Background: an optimization exercise with open tools, aiming at small area, a short achievable clock period and few clock cycles. Do not read the settings as production practice.
Function was checked by simulation only, so behaviour that the tests miss may differ from the original.
Power figures rest on the tool's default switching activity, not on a simulated workload.

run A:
// ntwrk_size_tracker
module ntwrk_size_tracker
#(
    parameter int NUM_CONNS  = 8,
    parameter int NUM_POINTS = 1000,
    parameter int SIZE_W     = $clog2(NUM_POINTS) + 1,
    parameter int TOP_K      = 3,
    parameter int PROD_W     = SIZE_W * TOP_K
) (
    input  logic              clk,
    input  logic              rst,
    input  logic              cmd_vld,
    output logic              cmd_rdy,
    input  ntwrk_size_pkg::ntwrk_size_cmd_t cmd,
    output logic              rsp_vld,
    input  logic              rsp_rdy,
    output logic [PROD_W-1:0] rsp_data,
    output logic              rsp_is_prod,
    output logic              busy,
    output logic              err
);
    localparam int N  = 8;
    localparam int W  = 11;
    localparam int R  = 3;                
    localparam int ND = (W + R - 1) / R;  
    localparam int PW = 33;
    typedef enum logic [1:0] {E_IDLE, E_P2, E_P3, E_MUL} eng_e;
    logic [W-1:0] size_q [N];
    logic [N-1:0] vld;
    logic         err_q;
    logic         rdy_q;
    logic         pend_q, pend_upd_q;
    eng_e         eng_q;
    logic [W-1:0] t0_q, t1_q, t2_q;
    logic [N-1:0] excl_q;
    logic         ebusy_q, dirty_q, pia_q, dup_q;
    logic         lvv_q;                
    logic [W-1:0] lv_q;
    logic         ph2_q, first_q;
    logic [1:0]   k_q, msd2_q;
    logic         z0_q, z1_q, z2_q;
    logic         rsp_vld_q, rsp_prod_q;
    logic [PW-1:0] acc_q;
    always_comb for (int i = 0; i < N; i++) vld[i] = |size_q[i];
    logic rsp_free;
    assign rsp_free = !rsp_vld_q || rsp_rdy;
    assign cmd_rdy     = rdy_q;
    assign busy        = !rdy_q;
    assign err         = err_q;
    assign rsp_vld     = rsp_vld_q;
    assign rsp_is_prod = rsp_prod_q;
    assign rsp_data    = acc_q;
    logic [2:0] op;
    logic [3:0] ca, cb;
    logic       acc_cmd;
    assign op      = cmd.id;
    assign ca      = cmd.ntwrka;
    assign cb      = cmd.ntwrkb;
    assign acc_cmd = cmd_vld && rdy_q;
    logic is_new, is_wr, is_mrg, is_lkp, is_upd, is_rsv;
    assign is_new = (op == CMD_NEW);
  ...
==> flow/config.mk <==
export PLATFORM = sky130hd
export DESIGN_NAME = ntwrk_size_tracker
export DESIGN_NICKNAME = ntwrk_size_tracker
export VERILOG_FILES = /design/flow/design.v
export SDC_FILE = /design/flow/constraint.sdc
export NUM_CORES = 4
export LEC_CHECK = 0
export CAP_MARGIN = 20
export CORE_MARGIN = 2
export CORE_UTILIZATION = 60
export SETUP_SLACK_MARGIN = 4.75
export SLEW_MARGIN = 20
==> flow/constraint.sdc <==
create_clock -name core_clock -period 10.0 [get_ports {clk}]
set_input_delay 2.0000 -clock core_clock [delete_from_list [all_inputs] [get_ports {clk}]]
set_output_delay 2.0000 -clock core_clock [all_outputs]
set_load 0.01 [all_outputs]
run.sh (not shown) runs the stock make flow with config.mk's settings and CLKGATE_MAP_FILE= SYNTH_SCRIPT=/design/flow/synth_recipe.tcl, a recipe that flattens the netlist after the stock synthesis.
Run A closes out successfully: all stages finished, all timing, DRC and antenna checks passed.
Testbench counts of run A, summed over its fixed seeds: cycles 5,894.
> inputs changed (run A -> run B)
Settings: swapping 4.75 for 4.5 in SETUP_SLACK_MARGIN; swapping 60 for 40 in CORE_UTILIZATION; putting CTS_BUF_LIST at sky130_fd_sc_hd__clkbuf_8 where nothing was set.
Results
In run B, power is lower than in run A. Number of buffers inserted to repair setup after CTS in run B is 42% below run A. Design area shrinks by a few percent when moving from run A to run B. Re global-route usage: run B and run A aren't equal, and the higher value belongs to run A. Number of signal-net inverters in the final layout came out exactly the same in run B and run A. Fmax: run B higher than run A. | final layout net count | lower: run B |. Compared to run A, run B has clock slew seen by the registers of the worst setup and hold paths 0.02 ns higher.
Modified inputs, run C compared to run B
Settings: CTS_BUF_LIST: sky130_fd_sc_hd__clkbuf_8 -> unset; CORE_UTILIZATION: 40 -> 60.
### Flow results
Compared with run B, run C shows a lower achievable frequency. Run C: wire length 4.6% below run B. Part of the power in the clock network (run C over run B): increase, 2.9 points. Setup slack for run C is lower than for run B. Compared with run B, run C shows a higher met3 capacity usage during global routing. Comparing run C against run B, there is no change at all in depth of the worst register-to-register path.
### run C -> run D
Settings: CTS_BUF_LIST: unset -> sky130_fd_sc_hd__clkbuf_4 sky130_fd_sc_hd__clkbuf_8; CORE_UTILIZATION: 60 -> 40.
Findings:
Looking at the reports, run D completed the entire flow and the layout it produced met the timing, DRC and antenna checks. Diff run C -> run D: share of total power in the clock network now sits lower; register-to-register slack shows an increase of 0.09 ns; met1 routed wirelength after detailed routing has increased; total leakage power now larger; total number of vias -663. When run D is measured against run C, its portion of total power attributed to combinational logic turns out 4.2 points higher.
Changes in run E relative to run D:
Settings: removing CTS_BUF_LIST (formerly sky130_fd_sc_hd__clkbuf_4 sky130_fd_sc_hd__clkbuf_8); changing CORE_UTILIZATION from 40 to 50.
Results
Summary of run E over run D: floorplan die height went down, hold slack went down 0.012 ns, post-detailed-routing wire length saw a decrease. Number of sinks driven by the clock tree came out exactly the same in run E and run D. Total routing resource utilization after global routing delta for run E relative to run D: 7.0 points higher. Compared with run D, in run E setup slack did not really move; shortest clock period the worst path allows after layout did not really move; routed length on met1 went down. The cell area after placement of run E is lower than that of run D. Global routing usage on met2 for run E: 10 points up relative to run D. Relative to run D, via density per instance has gone up in run E.

## afterwards: timing with drivers on the ports
How much do the figures lean on ideal ports? The routed layouts below were timed once more, with nothing changed but the port constraints. Step 1 sets driving cells, clkbuf_16 on the clock port and buf_2 on the other inputs (assumed; they add their load-dependent delay and slew). Step 2 times the ports against the registers' clock, not the clock port: input delays grow and output delays shrink by t, the midpoint of the rising clock arrivals with the driver on. Three values: ideal ports, drivers, drivers and shift; two values: the first two.
run | shift t [ns] | slack for setup (ns) | worst register clock-pin slew, ns | worst data-port slew with drivers (ns) | cell pins on the clock port's net
run A | 0.496 | 4.450 / 4.450 / 4.293 | 0.09 / 0.09 | 0.06 | 1
run B | 0.638 | 4.529 / 4.529 / 4.103 | 0.12 / 0.12 | 0.07 | 1
run C | 0.499 | 4.436 / 4.436 / 4.065 | 0.09 / 0.09 | 0.04 | 1
run D | 0.637 | 4.522 / 4.522 / 4.102 | 0.12 / 0.12 | 0.06 | 1
run E | 0.524 | 4.521 / 4.521 / 4.187 | 0.09 / 0.09 | 0.04 | 1
After both steps every run listed still meets setup and hold. For run B, which loses most, drivers alone change the setup slack by 0.000 ns; drivers and shift together by -0.426 ns.
